From an optimization exercise on the open Yosys and OpenROAD flow, aimed at small area; shortcuts taken in it are not production practice. RTL that was checked went through simulation tests only; none was proved equivalent to the original. No activity file was given, so power comes from the tool's default toggle rates.

build 29:
==> flow/design.v (excerpt) <==
module rob_commit #(
    parameter int ROB_DEPTH = rob_pkg::ROB_DEPTH,
    parameter int ROB_IDX   = rob_pkg::ROB_IDX,
    parameter int AR_SIZE   = rob_pkg::AR_SIZE,
    parameter int DATA_W    = rob_pkg::DATA_W
) (
    input  logic                clk,
    input  logic                rstn,
    input  logic                flush,
    input  logic                alloc_valid,
    input  logic                alloc_dest_en,
    input  logic [AR_SIZE-1:0]  alloc_rd,
    output logic                alloc_ready,
    output logic [ROB_IDX-1:0]  alloc_idx,
    input  logic                cmpl0_valid,
    input  logic [ROB_IDX-1:0]  cmpl0_idx,
    input  logic [DATA_W-1:0]   cmpl0_data,
    input  logic                cmpl1_valid,
    input  logic [ROB_IDX-1:0]  cmpl1_idx,
    input  logic [DATA_W-1:0]   cmpl1_data,
    output logic                ret_wr_en1,
    output logic [AR_SIZE-1:0]  ret_wr_addr1,
    output logic [DATA_W-1:0]   ret_wr_data1,
    output logic                ret_wr_en2,
    output logic [AR_SIZE-1:0]  ret_wr_addr2,
    output logic [DATA_W-1:0]   ret_wr_data2,
    output logic                ret_wr_en3,
    output logic [AR_SIZE-1:0]  ret_wr_addr3,
    output logic [DATA_W-1:0]   ret_wr_data3,
    output logic [1:0]          retire_count,
    output logic [ROB_IDX:0]    rob_count,
    output logic                rob_empty
);
For scale: about 3,100 cells after synthesis, about 660 flip-flops, ~220 I/O pins.
export LEC_CHECK = 0
export CAP_MARGIN = 20
export CORE_MARGIN = 2
export CORE_UTILIZATION = 35
export PLACE_DENSITY = 0.55
export SLEW_MARGIN = 20
export SYNTH_HIERARCHICAL = 1
create_clock -name core_clock -period 6.0 [get_ports {clk}]
run.sh (not shown) runs the stock make flow with config.mk's settings and CLKGATE_MAP_FILE= SYNTH_SCRIPT=/design/flow/synth_recipe.tcl, a recipe that flattens the netlist after the stock synthesis.
--- input diff build 29..build 57 ---
Settings: PLACE_DENSITY: 0.55 -> 0.75; CTS_BUF_LIST: unset -> sky130_fd_sc_hd__clkbuf_4 sky130_fd_sc_hd__clkbuf_8; CORE_UTILIZATION: 35 -> 60.
## What came out
Global-route usage, build 57 and build 29: larger value in build 57. On register area, build 57 and build 29 are basically level. From build 29 to build 57 the numbers moved as follows: final setup slack of the worst path down 0.39 ns; cell area after synthesis level. Shortest clock period the worst path allows after layout came out higher on build 57 than on build 29. In the tables for build 57 and build 29, fraction of power consumed by the clock network reads lower with build 57. Final hold slack: build 57 vs build 29, no meaningful difference. Build 57 does better than build 29 on first-pass GRT wire length. Clock network power consumption, build 57 and build 29: higher on build 29.
No functional check of the RTL was part of any run of this note.


## try-juniper
The RTL this note starts from:
==> flow/design.v <==
package rob_pkg;
    localparam int ROB_DEPTH = 16;
    localparam int ROB_IDX   = 4;
    localparam int RETIRE_W  = 3;
    localparam int AR_SIZE   = 7;
    localparam int DATA_W    = 32;
endpackage
module rob_retire_sel #(
    parameter int AR_SIZE = rob_pkg::AR_SIZE
) (
    input  logic [1:0]         ret_cnt,
    input  logic [AR_SIZE-1:0] rd0,
    input  logic [AR_SIZE-1:0] rd1,
    input  logic [AR_SIZE-1:0] rd2,
    output logic [2:0]         wr_en
);
    logic t0, t1, t2;
    logic nz0, nz1, nz2;
    assign t0  = (ret_cnt != 2'd0);
    assign t1  = ret_cnt[1];
    assign t2  = (ret_cnt == 2'd3);
    assign nz0 = |rd0;
    assign nz1 = |rd1;
    assign nz2 = |rd2;
    assign wr_en[2] = t2 && nz2;
    assign wr_en[1] = t1 && nz1 && !(t2 && (rd2 == rd1));
    assign wr_en[0] = t0 && nz0 && !(t1 && (rd1 == rd0)) && !(t2 && (rd2 == rd0));
endmodule
module rob_data_next #(
    parameter int DATA_W = rob_pkg::DATA_W
) (
    input  logic [DATA_W-1:0] q,
    input  logic [DATA_W-1:0] d0,
    input  logic [DATA_W-1:0] d1,
    input  logic              hold,
    input  logic              sel0,
    input  logic              sel1,
    output logic [DATA_W-1:0] d
);
    assign d = (q & {DATA_W{hold}}) | (d0 & {DATA_W{sel0}}) | (d1 & {DATA_W{sel1}});
endmodule
module rob_mux4oh #(
    parameter int W = 1
) (
    input  logic [3:0][W-1:0] in,
    input  logic [3:0]        sel,
    output logic [W-1:0]      out
);
    assign out = (in[0] & {W{sel[0]}}) | (in[1] & {W{sel[1]}})
               | (in[2] & {W{sel[2]}}) | (in[3] & {W{sel[3]}});
endmodule
module rob_commit #(
    parameter int ROB_DEPTH = rob_pkg::ROB_DEPTH,
    parameter int ROB_IDX   = rob_pkg::ROB_IDX,
    parameter int AR_SIZE   = rob_pkg::AR_SIZE,
    parameter int DATA_W    = rob_pkg::DATA_W
) (
    input  logic                clk,
    input  logic                rstn,
    input  logic                flush,
    input  logic                alloc_valid,
    input  logic                alloc_dest_en,
    input  logic [AR_SIZE-1:0]  alloc_rd,
    output logic                alloc_ready,
    output logic [ROB_IDX-1:0]  alloc_idx,
    input  logic                cmpl0_valid,
    input  logic [ROB_IDX-1:0]  cmpl0_idx,
    input  logic [DATA_W-1:0]   cmpl0_data,
    input  logic                cmpl1_valid,
    input  logic [ROB_IDX-1:0]  cmpl1_idx,
    input  logic [DATA_W-1:0]   cmpl1_data,
    output logic                ret_wr_en1,
    output logic [AR_SIZE-1:0]  ret_wr_addr1,
    output logic [DATA_W-1:0]   ret_wr_data1,
    output logic                ret_wr_en2,
    output logic [AR_SIZE-1:0]  ret_wr_addr2,
    output logic [DATA_W-1:0]   ret_wr_data2,
    output logic                ret_wr_en3,
    output logic [AR_SIZE-1:0]  ret_wr_addr3,
    output logic [DATA_W-1:0]   ret_wr_data3,
    output logic [1:0]          retire_count,
    output logic [ROB_IDX:0]    rob_count,
    output logic                rob_empty
);
    logic [ROB_DEPTH-1:0]                done_q;
    logic [ROB_DEPTH-1:0][AR_SIZE-1:0]   rd_q;
    logic [ROB_DEPTH-1:0][DATA_W-1:0]    data_q, data_d;
    logic [ROB_IDX-1:0]                  head_q;
    logic [ROB_IDX:0]                    count_q;
    logic [1:0]                          ret_cnt_q;
    logic [ROB_IDX-1:0]                  ph_q;
    logic [ROB_IDX-1:0]                  tail, h1, h2, ph;
    logic                                rdy0, rdy1, rdy2;
    logic [1:0]                          sel_cnt;
    logic [2:0]                          wr_en;
    assign tail        = head_q + count_q[ROB_IDX-1:0];
    assign alloc_ready = !count_q[ROB_IDX];
    assign alloc_idx   = tail;
    assign h1   = head_q + 4'd1;
    assign h2   = head_q + 4'd2;
    assign rdy0 = (count_q != 5'd0) && done_q[head_q];
    assign rdy1 = (count_q > 5'd1)  && done_q[h1];
    assign rdy2 = (count_q > 5'd2)  && done_q[h2];
    assign sel_cnt = !rdy0 ? 2'd0 : !rdy1 ? 2'd1 : !rdy2 ? 2'd2 : 2'd3;
    always_ff @(posedge clk) begin
        if (!rstn || flush) begin
            head_q    <= '0;
            count_q   <= '0;
            ret_cnt_q <= '0;
        end else begin
            head_q    <= head_q + {2'b00, sel_cnt};
            count_q   <= count_q + {4'd0, alloc_valid && alloc_ready} - {3'd0, sel_cnt};
            ret_cnt_q <= sel_cnt;
        end
    end
    always_ff @(posedge clk) ph_q <= head_q;
    for (genvar i = 0; i < ROB_DEPTH; i++) begin : g_ent
        logic wr_tail, hit0, hit1;
        assign wr_tail = alloc_ready && (tail == i[ROB_IDX-1:0]);
        assign hit0    = cmpl0_valid && (cmpl0_idx == i[ROB_IDX-1:0]);
        assign hit1    = cmpl1_valid && (cmpl1_idx == i[ROB_IDX-1:0]);
        always_ff @(posedge clk) begin
            if (wr_tail) done_q[i] <= 1'b0;
            else if (hit0 || hit1) done_q[i] <= 1'b1;
            if (wr_tail) rd_q[i] <= alloc_dest_en ? alloc_rd : '0;
            data_q[i] <= data_d[i];
        end
        rob_data_next #(.DATA_W(DATA_W)) u_dn (
            .q    (data_q[i]),
            .d0   (cmpl0_data),
            .d1   (cmpl1_data),
            .hold (done_q[i]),
            .sel0 (!done_q[i] && !hit1),
            .sel1 (!done_q[i] && hit1),
            .d    (data_d[i])
        );
    end
    localparam int EW = AR_SIZE + DATA_W;
    logic [ROB_DEPTH-1:0][EW-1:0] ent;
    logic [3:0][EW-1:0]           bank;
    logic [2:0][EW-1:0]           slot;
    assign ph = ph_q;
    for (genvar e = 0; e < ROB_DEPTH; e++) begin : g_ent_rd
        assign ent[e] = {rd_q[e], data_q[e]};
    end
    logic [3:0][3:0][EW-1:0] col;        
    logic [3:0][1:0]         row;        
    logic [3:0][3:0]         row_oh;
    logic [2:0][1:0]         bsel;       
    logic [2:0][3:0]         bsel_oh;
    for (genvar b = 0; b < 4; b++) begin : g_bank
        assign row[b] = ph[3:2] + {1'b0, (ph[1:0] > b[1:0])};
        for (genvar r = 0; r < 4; r++) begin : g_row
            assign row_oh[b][r] = (row[b] == r[1:0]);
            assign col[b][r]    = ent[4*r+b];
        end
        for (genvar j = 0; j < EW; j++) begin : g_bit
            rob_mux4oh u_mux (
                .in  ({col[b][3][j], col[b][2][j], col[b][1][j], col[b][0][j]}),
                .sel (row_oh[b]),
                .out (bank[b][j])
            );
        end
    end
    for (genvar k = 0; k < 3; k++) begin : g_slot
        assign bsel[k] = ph[1:0] + k[1:0];
        for (genvar b = 0; b < 4; b++) begin : g_b
            assign bsel_oh[k][b] = (bsel[k] == b[1:0]);
        end
        for (genvar j = 0; j < EW; j++) begin : g_bit
            rob_mux4oh u_mux (
                .in  ({bank[3][j], bank[2][j], bank[1][j], bank[0][j]}),
                .sel (bsel_oh[k]),
                .out (slot[k][j])
            );
        end
    end
    rob_retire_sel #(.AR_SIZE(AR_SIZE)) u_sel (
        .ret_cnt (ret_cnt_q),
        .rd0     (slot[0][EW-1:DATA_W]),
        .rd1     (slot[1][EW-1:DATA_W]),
        .rd2     (slot[2][EW-1:DATA_W]),
        .wr_en   (wr_en)
    );
    assign ret_wr_en1   = wr_en[0];
    assign ret_wr_en2   = wr_en[1];
    assign ret_wr_en3   = wr_en[2];
    assign ret_wr_addr1 = slot[0][EW-1:DATA_W];
    assign ret_wr_addr2 = slot[1][EW-1:DATA_W];
    assign ret_wr_addr3 = slot[2][EW-1:DATA_W];
    assign ret_wr_data1 = slot[0][DATA_W-1:0];
    assign ret_wr_data2 = slot[1][DATA_W-1:0];
    assign ret_wr_data3 = slot[2][DATA_W-1:0];
    assign retire_count = ret_cnt_q;
    assign rob_count    = count_q;
    assign rob_empty    = (count_q == '0);
endmodule
export LEC_CHECK = 0
export CAP_MARGIN = 20
export CORE_MARGIN = 2
export CORE_UTILIZATION = 35
export PLACE_DENSITY = 0.55
export SLEW_MARGIN = 20
export SYNTH_HIERARCHICAL = 1
export SYNTH_MINIMUM_KEEP_SIZE = 0
create_clock -name core_clock -period 6.0 [get_ports {clk}]
standard.sh (not shown) runs the stock make flow with config.mk's settings and CLKGATE_MAP_FILE= SYNTH_SCRIPT=/design/flow/synth_recipe.tcl, a recipe that flattens the netlist after the stock synthesis.
==> flow/flow/run.sh <==
#!/bin/bash
# The standard layout (standard.sh), with three changes made through ORFS
# variables: the port buffers are the smallest buffer, CTS uses small clock
# buffers and no dummy loads, and gates with spare slack are downsized after
# global routing.
set -euo pipefail
export BUFFER_PORTS_ARGS="-buffer_cell sky130_fd_sc_hd__buf_1"
export CTS_ARGS="-sink_clustering_enable -repair_clock_nets -dont_use_dummy_load -buf_list {sky130_fd_sc_hd__clkbuf_4 sky130_fd_sc_hd__clkbuf_8}"
export RECOVER_POWER=100
bash standard.sh > standard.log 2>&1
STATUS run=try-juniper STAGES=ALL_DONE FINAL_CHECKS=FAILED CAUSE=max-capacitance violations, max-slew violations
The inputs of try-pepper differ from those of try-juniper as listed below.
==> flow/flow/run.sh <==
#!/bin/bash
# The standard layout (standard.sh), with two changes made through ORFS
# variables: the port buffers are the smallest buffer, and CTS clusters up to
# 16 flip-flops per clkbuf_8 and inserts no dummy loads.
set -euo pipefail
export BUFFER_PORTS_ARGS="-buffer_cell sky130_fd_sc_hd__buf_1"
export CTS_ARGS="-sink_clustering_enable -repair_clock_nets -dont_use_dummy_load -buf_list {sky130_fd_sc_hd__clkbuf_8} -sink_clustering_size 16 -sink_clustering_max_diameter 60"
bash standard.sh > standard.log 2>&1
### Flow results
- try-pepper: PASS, flow complete, no timing, DRC or antenna violations
- Taking try-juniper as the reference point, the non-filler instance count after layout of try-pepper falls by 1.2%.
- Re total negative slack for setup checks: no difference whatsoever between try-pepper and try-juniper.
- The run showing the smaller register-to-register slack is try-juniper.
diff inputs: try-pepper => try-indigo
==> flow/run.sh (new file) <==
#!/bin/bash
# synth_recipe.tcl (not shown) runs the flow's synth.tcl, then flattens the netlist and writes it again
# the make line also repeats each setting of config.mk as NAME=value (left out here)
make -C /OpenROAD-flow-scripts/flow DESIGN_CONFIG=/design/flow/config.mk WORK_HOME=/design/flow/orfs CLKGATE_MAP_FILE= SYNTH_SCRIPT=/design/flow/synth_recipe.tcl finish
removed: flow/flow/run.sh
removed: flow/standard.sh
The clock share of power of try-indigo exceeds that of try-pepper by 13 points. Final worst hold slack: try-pepper vs try-indigo, no meaningful difference. Looking at start point of the critical path, the ph_q[0]$_DFF_P_ result is from try-pepper; the ph_q[1]$_DFF_P_ one comes from try-indigo. Total number of tap cells came out exactly the same in try-indigo and try-pepper.

==> re-timing with driven ports <==
How much do the figures lean on ideal ports? The routed layouts below were timed once more, with nothing changed but the port constraints. Step 1 sets driving cells, clkbuf_16 on the clock port and buf_2 on the other inputs (assumed; they add their load-dependent delay and slew). Step 2, shift: input delay + t, output delay - t, t = (earliest + latest rising clock arrival at the registers) / 2. This alone moves slack from input paths to output paths. Slacks: ideal / step 1 / step 2; pairs: ideal / step 1.
| run | t, ns | setup WS [ns] | hold WS [ns] | worst slew at a driven data input, ns |
|---|---|---|---|---|
| build 29 | 0.689 | 0.578 / 0.508 / 1.196 | 0.492 / 0.492 / 0.492 | 0.13 |
| build 57 | 0.788 | 0.190 / 0.132 / 0.920 | 0.492 / 0.492 / 0.492 | 0.13 |
| try-juniper | 0.777 | 0.668 / 0.607 / 0.133 | 0.489 / 0.489 / 0.489 | 0.15 |
| try-pepper | 0.762 | 0.715 / 0.654 / 1.416 | 0.493 / 0.493 / 0.493 | 0.15 |
| try-indigo | 0.695 | 0.392 / 0.321 / 1.016 | 0.491 / 0.491 / 0.491 | 0.16 |
The setup slack of try-juniper, which loses most, moves by -0.061 ns with the drivers and by -0.535 ns with both steps.
